This design comes from an exercise in tuning for a short achievable clock period and few clock cycles on the open sky130 flow, not from production work.
The RTL was checked by simulation tests, not by an equivalence proof against the original design.
Power figures rest on the tool's default switching activity, not on a simulated workload.

==> flow/design.v <==
package mipsPkg;
	localparam int IMEM_DEPTH = 64;
	localparam int DMEM_DEPTH = 64;
	typedef logic [31:0] word;
	typedef logic [4:0] regIdx;
	typedef logic [$clog2(IMEM_DEPTH)-1:0] imemAddr;
	typedef logic [$clog2(DMEM_DEPTH)-1:0] dmemAddr;
	typedef enum logic [5:0] {
		opRType = 6'h00,
		opBeq   = 6'h04,
		opBne   = 6'h05,
		opAddi  = 6'h08,
		opOri   = 6'h0d,
		opLw    = 6'h23,
		opSw    = 6'h2b
	} opcode;
	typedef enum logic [5:0] {
		fnAdd = 6'h20,
		fnSub = 6'h22,
		fnAnd = 6'h24,
		fnOr  = 6'h25,
		fnNor = 6'h27
	} funct;
	typedef enum logic [2:0] {
		aluAdd,
		aluSub,
		aluAnd,
		aluOr,
		aluNor
	} aluOp;
endpackage
`timescale 1ns/1ps
module mipsOperand (
	input  logic [31:1][31:0] rf,
	input  logic [31:0]       sel,
	input  logic              f0,
	input  logic              f1,
	input  logic [31:0]       m0Res,
	input  logic [31:0]       m1Res,
	output logic [31:0]       v
);
	always_comb begin
		v = (m1Res & {32{f1}}) | (m0Res & {32{f0}});
		for (int i = 1; i < 32; i++) begin
			v = v | (rf[i] & {32{sel[i]}});
		end
	end
endmodule
module mipsAlu (
	input  logic        add,
	input  logic        sub,
	input  logic        andOp,
	input  logic        orOp,
	input  logic        norOp,
	input  logic        useImm,
	input  logic        immHi,
	input  logic [15:0] imm,
	input  logic [31:0] a,
	input  logic [31:0] b,
	output logic [31:0] y
);
	logic [31:0] opB;
	assign opB = useImm ? {{16{immHi}}, imm} : b;
	assign y = ((a + opB) & {32{add}}) | ((a - b) & {32{sub}}) | ((a & b) & {32{andOp}}) |
		((a | opB) & {32{orOp}}) | (~(a | b) & {32{norOp}});
endmodule
module mipsBranch (
	input  logic [31:0] a0,
	input  logic [31:0] b0,
	input  logic [31:0] a1,
	input  logic [31:0] b1,
	input  logic        beq0,
	input  logic        bne0,
	input  logic        c0eq,
	input  logic        c0ne,
	input  logic        c1eq,
	input  logic        c1ne,
	output logic        taken0,
	output logic        takenE
);
	logic eq0, eq1;
	assign eq0 = a0 == b0;
	assign eq1 = a1 == b1;
	assign taken0 = (beq0 && eq0) || (bne0 && !eq0);
	assign takenE = (c0eq && eq0) || (c0ne && !eq0) || (c1eq && eq1) || (c1ne && !eq1);
endmodule
`timescale 1ns/1ps
import mipsPkg::*;
module mipsProcessor (
	input  logic             clk,
	input  logic             arstN,
	input  logic             run,
	input  logic             progValid,
	output logic             progReady,
	input  mipsPkg::imemAddr progAddr,
	input  mipsPkg::word     progData,
	output logic             retireValid,
	output mipsPkg::regIdx   retireReg,
	output mipsPkg::word     retireData,
	output logic             storeValid,
	output mipsPkg::word     storeAddr,
	output mipsPkg::word     storeData
);
	localparam int UW = 53;
	localparam int QD = 16;
	function automatic logic [UW-1:0] decode(logic [5:0] pc, logic [31:0] w);
		logic [5:0] op, fn;
		logic [4:0] rs, rt, rd, dest;
		logic [5:0] tgt;
		logic isR, add, sub, andOp, orOp, norOp, addi, ori, lw, sw, beq, bne;
		op = w[31:26];
		fn = w[5:0];
		rs = w[25:21];
		rt = w[20:16];
		rd = w[15:11];
		isR = op == 6'h00;
		add = isR && fn == 6'h20;
		sub = isR && fn == 6'h22;
		andOp = isR && fn == 6'h24;
		orOp = isR && fn == 6'h25;
		norOp = isR && fn == 6'h27;
		addi = op == 6'h08;
		ori = op == 6'h0d;
		lw = op == 6'h23;
		sw = op == 6'h2b;
		beq = op == 6'h04;
		bne = op == 6'h05;
		dest = (add | sub | andOp | orOp | norOp) ? rd : (addi | ori | lw) ? rt : 5'd0;
		tgt = pc + 6'd1 + w[5:0];
		decode = {5'((tgt + 6'd1) >> 1), tgt,
			(add | sub | andOp | orOp | norOp | addi | ori | lw | sw | beq | bne) ? rs : 5'd0,
			(add | sub | andOp | orOp | norOp | sw | beq | bne) ? rt : 5'd0,
			dest,
			lw && dest != 5'd0, sw, beq, bne, add | addi | lw | sw, sub, andOp, orOp | ori, norOp,
			addi | ori | lw | sw, w[15] & !ori, w[15:0]};
	endfunction
	function automatic logic [4:0] fTgtE(logic [UW-1:0] u); fTgtE = u[52:48]; endfunction
	function automatic logic [5:0] fTgt(logic [UW-1:0] u); fTgt = u[47:42]; endfunction
	function automatic logic [4:0] fRs(logic [UW-1:0] u); fRs = u[41:37]; endfunction
	function automatic logic [4:0] fRt(logic [UW-1:0] u); fRt = u[36:32]; endfunction
	function automatic logic [4:0] fDest(logic [UW-1:0] u); fDest = u[31:27]; endfunction
	function automatic logic fLw(logic [UW-1:0] u); fLw = u[26]; endfunction
	function automatic logic fSw(logic [UW-1:0] u); fSw = u[25]; endfunction
	function automatic logic fBeq(logic [UW-1:0] u); fBeq = u[24]; endfunction
	function automatic logic fBne(logic [UW-1:0] u); fBne = u[23]; endfunction
	function automatic logic fBr(logic [UW-1:0] u); fBr = u[24] | u[23]; endfunction
	function automatic logic pairOk(logic [UW-1:0] x0, logic [UW-1:0] x1);
		pairOk = !(fBr(x0) && fBr(x1)) &&
			!(fDest(x0) != 5'd0 && (fDest(x0) == fRs(x1) || fDest(x0) == fRt(x1))) &&
			!((fLw(x0) | fSw(x0)) && (fLw(x1) | fSw(x1)));
	endfunction
	function automatic logic [31:0] oneHot(logic [4:0] r);
		oneHot = 32'd1 << r;
	endfunction
	logic [31:0][UW-1:0] imemE, imemO;
	logic loadEn;
	logic [UW-1:0] loadUop;
	assign progReady = ~run;
	assign loadEn = progValid & ~run;
	assign loadUop = decode(progAddr, progData);
	always_ff @(posedge clk) begin
		for (int i = 0; i < 32; i++) begin
			if (loadEn && progAddr == 6'(2 * i)) begin
				imemE[i] <= loadUop;
			end
			if (loadEn && progAddr == 6'(2 * i + 1)) begin
				imemO[i] <= loadUop;
			end
		end
	end
	function automatic logic [2*UW-1:0] readPair(logic [5:0] pc, logic [4:0] eRow,
		logic [31:0][UW-1:0] ev, logic [31:0][UW-1:0] od);
		logic [UW-1:0] e, o;
		e = ev[eRow];
		o = od[pc[5:1]];
		readPair = pc[0] ? {o, e} : {e, o};
	endfunction
	logic [UW-1:0] ir0, ir1;
	logic dual;
	logic [5:0] seqPc, tgtPc;
	logic [4:0] seqE, tgtE;
	logic fresh;
	logic [3:0][31:0] oh;
	logic [3:0] f0, f1;
	logic stall, qStall;
	logic [31:1][31:0] rf;
	logic m0W, m1W, mLd, mSt, mSlot1;
	logic [4:0] m0Dest, m1Dest;
	logic [31:0] m0Res, m1Res, mStData;
	logic [3:0][31:0] opv;
	for (genvar k = 0; k < 4; k++) begin : gOp
		mipsOperand operand (.rf(rf), .sel(oh[k]), .f0(f0[k]), .f1(f1[k]), .m0Res(m0Res),
			.m1Res(m1Res), .v(opv[k]));
	end
	logic [31:0] res0, res1;
	mipsAlu alu0 (.add(ir0[22]), .sub(ir0[21]), .andOp(ir0[20]), .orOp(ir0[19]), .norOp(ir0[18]),
		.useImm(ir0[17]), .immHi(ir0[16]), .imm(ir0[15:0]), .a(opv[0]), .b(opv[1]), .y(res0));
	mipsAlu alu1 (.add(ir1[22]), .sub(ir1[21]), .andOp(ir1[20]), .orOp(ir1[19]), .norOp(ir1[18]),
		.useImm(ir1[17]), .immHi(ir1[16]), .imm(ir1[15:0]), .a(opv[2]), .b(opv[3]), .y(res1));
	logic taken0, takenE, exec, exec1, hold, start;
	assign start = !run || !fresh;
	assign hold = !start && (stall || qStall);
	assign exec = !start && !stall && !qStall;
	assign exec1 = exec && dual && !(fBr(ir0) && taken0);
	logic c0eq, c0ne, c1eq, c1ne;
	assign c0eq = exec && fBeq(ir0);
	assign c0ne = exec && fBne(ir0);
	assign c1eq = exec && !fBr(ir0) && dual && fBeq(ir1);
	assign c1ne = exec && !fBr(ir0) && dual && fBne(ir1);
	mipsBranch branch (.a0(opv[0]), .b0(opv[1]), .a1(opv[2]), .b1(opv[3]), .beq0(fBeq(ir0)),
		.bne0(fBne(ir0)), .c0eq(c0eq), .c0ne(c0ne), .c1eq(c1eq), .c1ne(c1ne), .taken0(taken0),
		.takenE(takenE));
	logic [4:0] d0, d1, ldDest;
	logic w0, w1S, ld0, ld1S;
	assign d0 = fDest(ir0);
	assign d1 = fDest(ir1);
	assign w0 = exec && d0 != 5'd0 && !fLw(ir0);
	assign w1S = exec && dual && d1 != 5'd0 && !fLw(ir1);
	assign ld0 = exec && fLw(ir0);
	assign ld1S = exec && dual && fLw(ir1);
	assign ldDest = fLw(ir0) ? d0 : d1;
	localparam int CW = 2 * UW + 1 + 11 + 11 + 4 * 32 + 4 + 4 + 1;
	function automatic logic [CW-1:0] cand(logic [UW-1:0] x0, logic [UW-1:0] x1, logic [5:0] pc,
		logic c0, logic c1, logic cl, logic [4:0] e0, logic [4:0] e1, logic [4:0] el);
		logic p;
		logic [3:0][4:0] src;
		logic [3:0][31:0] o;
		logic [3:0] g0, g1;
		logic s;
		p = pairOk(x0, x1);
		src = {fRt(x1), fRs(x1), fRt(x0), fRs(x0)};
		for (int k = 0; k < 4; k++) begin
			g1[k] = c1 && e1 == src[k];
			g0[k] = c0 && e0 == src[k] && !g1[k];
			o[k] = (g0[k] || g1[k]) ? 32'd0 : oneHot(src[k]);
		end
		s = cl && (el == src[0] || el == src[1] || (p && (el == src[2] || el == src[3])));
		cand = {x0, x1, p, pc + (p ? 6'd2 : 6'd1), 5'((pc + (p ? 6'd3 : 6'd2)) >> 1),
			fBr(x0) ? fTgt(x0) : fTgt(x1), fBr(x0) ? fTgtE(x0) : fTgtE(x1), o, g0, g1, s};
	endfunction
	logic [CW-1:0] cS, cT, cZ, cY, cN;
	logic [2*UW-1:0] pS, pT;
	assign pS = readPair(seqPc, seqE, imemE, imemO);
	assign pT = readPair(tgtPc, tgtE, imemE, imemO);
	assign cS = cand(pS[2*UW-1:UW], pS[UW-1:0], seqPc, w0, w1S, ld0 || ld1S, d0, d1, ldDest);
	assign cT = cand(pT[2*UW-1:UW], pT[UW-1:0], tgtPc, w0, 1'b0, ld0, d0, d1, ldDest);
	assign cZ = cand(imemE[0], imemO[0], 6'd0, 1'b0, 1'b0, 1'b0, d0, d1, ldDest);
	logic [3:0][31:0] ohH;
	assign ohH = {oneHot(fRt(ir1)), oneHot(fRs(ir1)), oneHot(fRt(ir0)), oneHot(fRs(ir0))};
	assign cY = exec ? cS : hold ? {cZ[CW-1:137], ohH, 9'd0} : cZ;
	assign cN = takenE ? cT : cY;
	always_ff @(posedge clk or negedge arstN) begin
		if (!arstN) begin
			fresh <= 1'b0;
		end else begin
			fresh <= run || !(loadEn && progAddr[5:1] == 5'd0);
		end
	end
	always_ff @(posedge clk) begin
		{oh, f0, f1, stall} <= cN[136:0];
		if (!hold) begin
			{ir0, ir1, dual, seqPc, seqE, tgtPc, tgtE} <= cN[CW-1:137];
		end
	end
	always_ff @(posedge clk or negedge arstN) begin
		if (!arstN) begin
			m0W <= 1'b0;
			m1W <= 1'b0;
			mLd <= 1'b0;
			mSt <= 1'b0;
		end else begin
			m0W <= exec && d0 != 5'd0;
			m1W <= exec1 && d1 != 5'd0;
			mLd <= ld0 || (exec1 && fLw(ir1));
			mSt <= (exec && fSw(ir0)) || (exec1 && fSw(ir1));
		end
	end
	always_ff @(posedge clk) begin
		m0Dest <= d0;
		m1Dest <= d1;
		m0Res <= res0;
		m1Res <= res1;
		mSlot1 <= !(fLw(ir0) | fSw(ir0));
		mStData <= fSw(ir0) ? opv[1] : opv[3];
	end
	logic [31:0] mAddr, ldData, wb0, wb1;
	logic [63:0][31:0] dmem;
	logic [5:0] idx;
	assign mAddr = mSlot1 ? m1Res : m0Res;
	assign idx = mAddr[7:2];
	assign ldData = dmem[idx];
	assign wb0 = (mLd && !mSlot1) ? ldData : m0Res;
	assign wb1 = (mLd && mSlot1) ? ldData : m1Res;
	assign storeValid = mSt;
	assign storeAddr = mAddr;
	assign storeData = mStData;
	always_ff @(posedge clk or negedge arstN) begin
		if (!arstN) begin
			dmem <= '0;
		end else begin
			for (int i = 0; i < 64; i++) begin
				if (mSt && idx == 6'(i)) begin
					dmem[i] <= mStData;
				end
			end
		end
	end
	always_ff @(posedge clk or negedge arstN) begin
		if (!arstN) begin
			rf <= '0;
		end else begin
			for (int i = 1; i < 32; i++) begin
				if (m1W && m1Dest == 5'(i)) begin
					rf[i] <= wb1;
				end else if (m0W && m0Dest == 5'(i)) begin
					rf[i] <= wb0;
				end
			end
		end
	end
	logic [QD-1:0][36:0] q;
	logic [3:0] rp, wp;
	logic [4:0] qCount, qNext;
	logic [36:0] e0, e1, p0, p1;
	logic [1:0] nPush;
	logic pop;
	assign e0 = {m0Dest, wb0};
	assign e1 = {m1Dest, wb1};
	assign pop = qCount != 5'd0;
	always_comb begin
		p0 = m0W ? e0 : e1;
		p1 = e1;
		if (pop) begin
			nPush = 2'(m0W) + 2'(m1W);
		end else begin
			nPush = 2'(m0W && m1W);
			p0 = e1;
		end
	end
	assign qNext = qCount + 5'(nPush) - 5'(pop);
	always_ff @(posedge clk or negedge arstN) begin
		if (!arstN) begin
			rp <= '0;
			wp <= '0;
			qCount <= '0;
			qStall <= 1'b0;
			retireValid <= 1'b0;
		end else begin
			rp <= rp + 4'(pop);
			wp <= wp + 4'(nPush);
			qCount <= qNext;
			qStall <= qNext >= 5'(QD - 3);
			retireValid <= pop || m0W || m1W;
		end
	end
	always_ff @(posedge clk) begin
		for (int i = 0; i < QD; i++) begin
			if (nPush != 2'd0 && wp == 4'(i)) begin
				q[i] <= p0;
			end else if (nPush == 2'd2 && wp + 4'd1 == 4'(i)) begin
				q[i] <= p1;
			end
		end
		if (pop) begin
			{retireReg, retireData} <= q[rp];
		end else if (m0W) begin
			{retireReg, retireData} <= e0;
		end else begin
			{retireReg, retireData} <= e1;
		end
	end
endmodule
==> flow/flow/run.sh <==
#!/bin/bash
# The standard layout (standard.sh, synthesis unchanged) with more room for the timing
# repair: ports buffered with a plain buffer rather than a delay cell, gate sizing not held to
# the same cell footprint, and repair aiming at a larger setup slack. Same clock period and
# constraints. make's output goes to flow_make.log here, each ORFS step to orfs/logs/.
set -euo pipefail
sed -e "s|CLKGATE_MAP_FILE= |CLKGATE_MAP_FILE= MATCH_CELL_FOOTPRINT=0 SETUP_SLACK_MARGIN=5.6 'BUFFER_PORTS_ARGS=-buffer_cell sky130_fd_sc_hd__buf_4' |" standard.sh > flow_standard.sh
grep -q "MATCH_CELL_FOOTPRINT=0" flow_standard.sh
bash flow_standard.sh > flow_make.log 2>&1
==> flow/standard.sh <==
#!/bin/bash
# synth_recipe.tcl (not shown) runs the flow's synth.tcl, then flattens the netlist and writes it again
# the make line also repeats each setting of config.mk as NAME=value (left out here)
make -C /OpenROAD-flow-scripts/flow DESIGN_CONFIG=/design/flow/config.mk WORK_HOME=/design/flow/orfs CLKGATE_MAP_FILE= SYNTH_SCRIPT=/design/flow/synth_recipe.tcl "${@:-finish}"
==> flow/config.mk <==
export PLATFORM = sky130hd
export DESIGN_NAME = mipsProcessor
export DESIGN_NICKNAME = mipsProcessor
export VERILOG_FILES = /design/flow/design.v
export SDC_FILE = /design/flow/constraint.sdc
export NUM_CORES = 4
export LEC_CHECK = 0
export CAP_MARGIN = 20
export CORE_MARGIN = 2
export CORE_UTILIZATION = 50
export PLACE_DENSITY = 0.62
export SLEW_MARGIN = 20
export SYNTH_HIERARCHICAL = 1
==> flow/constraint.sdc <==
create_clock -name core_clock -period 10.0 [get_ports {clk}]
set_input_delay 2.0000 -clock core_clock [delete_from_list [all_inputs] [get_ports {clk}]]
set_output_delay 2.0000 -clock core_clock [all_outputs]
set_load 0.01 [all_outputs]
==> reports/qor.yml <==
global_routing:
  grt.overflow.total: 10
  grt_max_degree: 185
  grt_util_all_layers: 0.515
synthesis:
  synth_area_sq_um: 382000
  synthCells: 29500
  synth_warnings: 8
  syn_area_per_cell_sq_um: 13.0
  synth_fp_nets: 29900
place:
  dp_hpwl_mm: 1090
  io_buffers: 145
  gp_congestion: 1.11
  placed_cell_area_sq_um: 395000
floorplan:
  io_pins: 146
  std_cell_rows: 321
  die_h_um: 878
  start_util: 0.501
  chipWidth_um: 878
clocking:
  clock_tree.root_cell: "clkbuf_16"
  htree_levels: 6
  clock_path_buffers: 4
  cts_made_buffers: 799
status:
  stop_stage: "global routing (5_1_grt)"
  firstError: "[ERROR GRT-0232] Routing congestion too high. Check the congestion heatmap in the GUI."
  status: "aborted with a tool error"
## worst max-delay path by stage
stage | slack, ns | endpoint
2_1_floorplan | 3.79 | imemE[1006]
3_3_place_gp | 1.12 | oh[84]
3_5_place_dp | 2.64 | oh[92]
4_1_cts | 4.90 | m1Res[28]
## routing by layer
layer | GRT overflow | GRT usage
met1 | 8 | 0.617
met2 | 2 | 0.690
met3 | 0 | 0.268
met4 | 0 | 0.380
met5 | 0 | 0.131
## power groups by stage
stage | sequential [mW] | clock [mW] | combinational, mW
after floorplan | 38.9 | 0 | 37.2
after global placement | 42.1 | 0 | 58.7
after detailed placement | 42.1 | 0 | 59.0
after CTS | 41.2 | 30.3 | 70.7
## timing repair
item                                   4_1_cts
setup buffers                              694
resized for setup                         2423
pin swaps                                  528
setup endpoints to repair                 3390
gates cloned                               167
hold buffers                                 0
endpoints found under the hold margin        0
## through the flow
step | instances | hold slack [ns] | utilization | worst slack, ns
2_1_floorplan | 29500 | 0.343 | - | 3.79
3_3_place_gp | 38000 | 0.488 | 0.518 | 1.12
3_5_place_dp | 38000 | 0.494 | 0.518 | 2.64
4_1_cts | 40400 | 0.507 | 0.581 | 4.90
Testbench counts, summed over its fixed seeds: cycles 12,573.
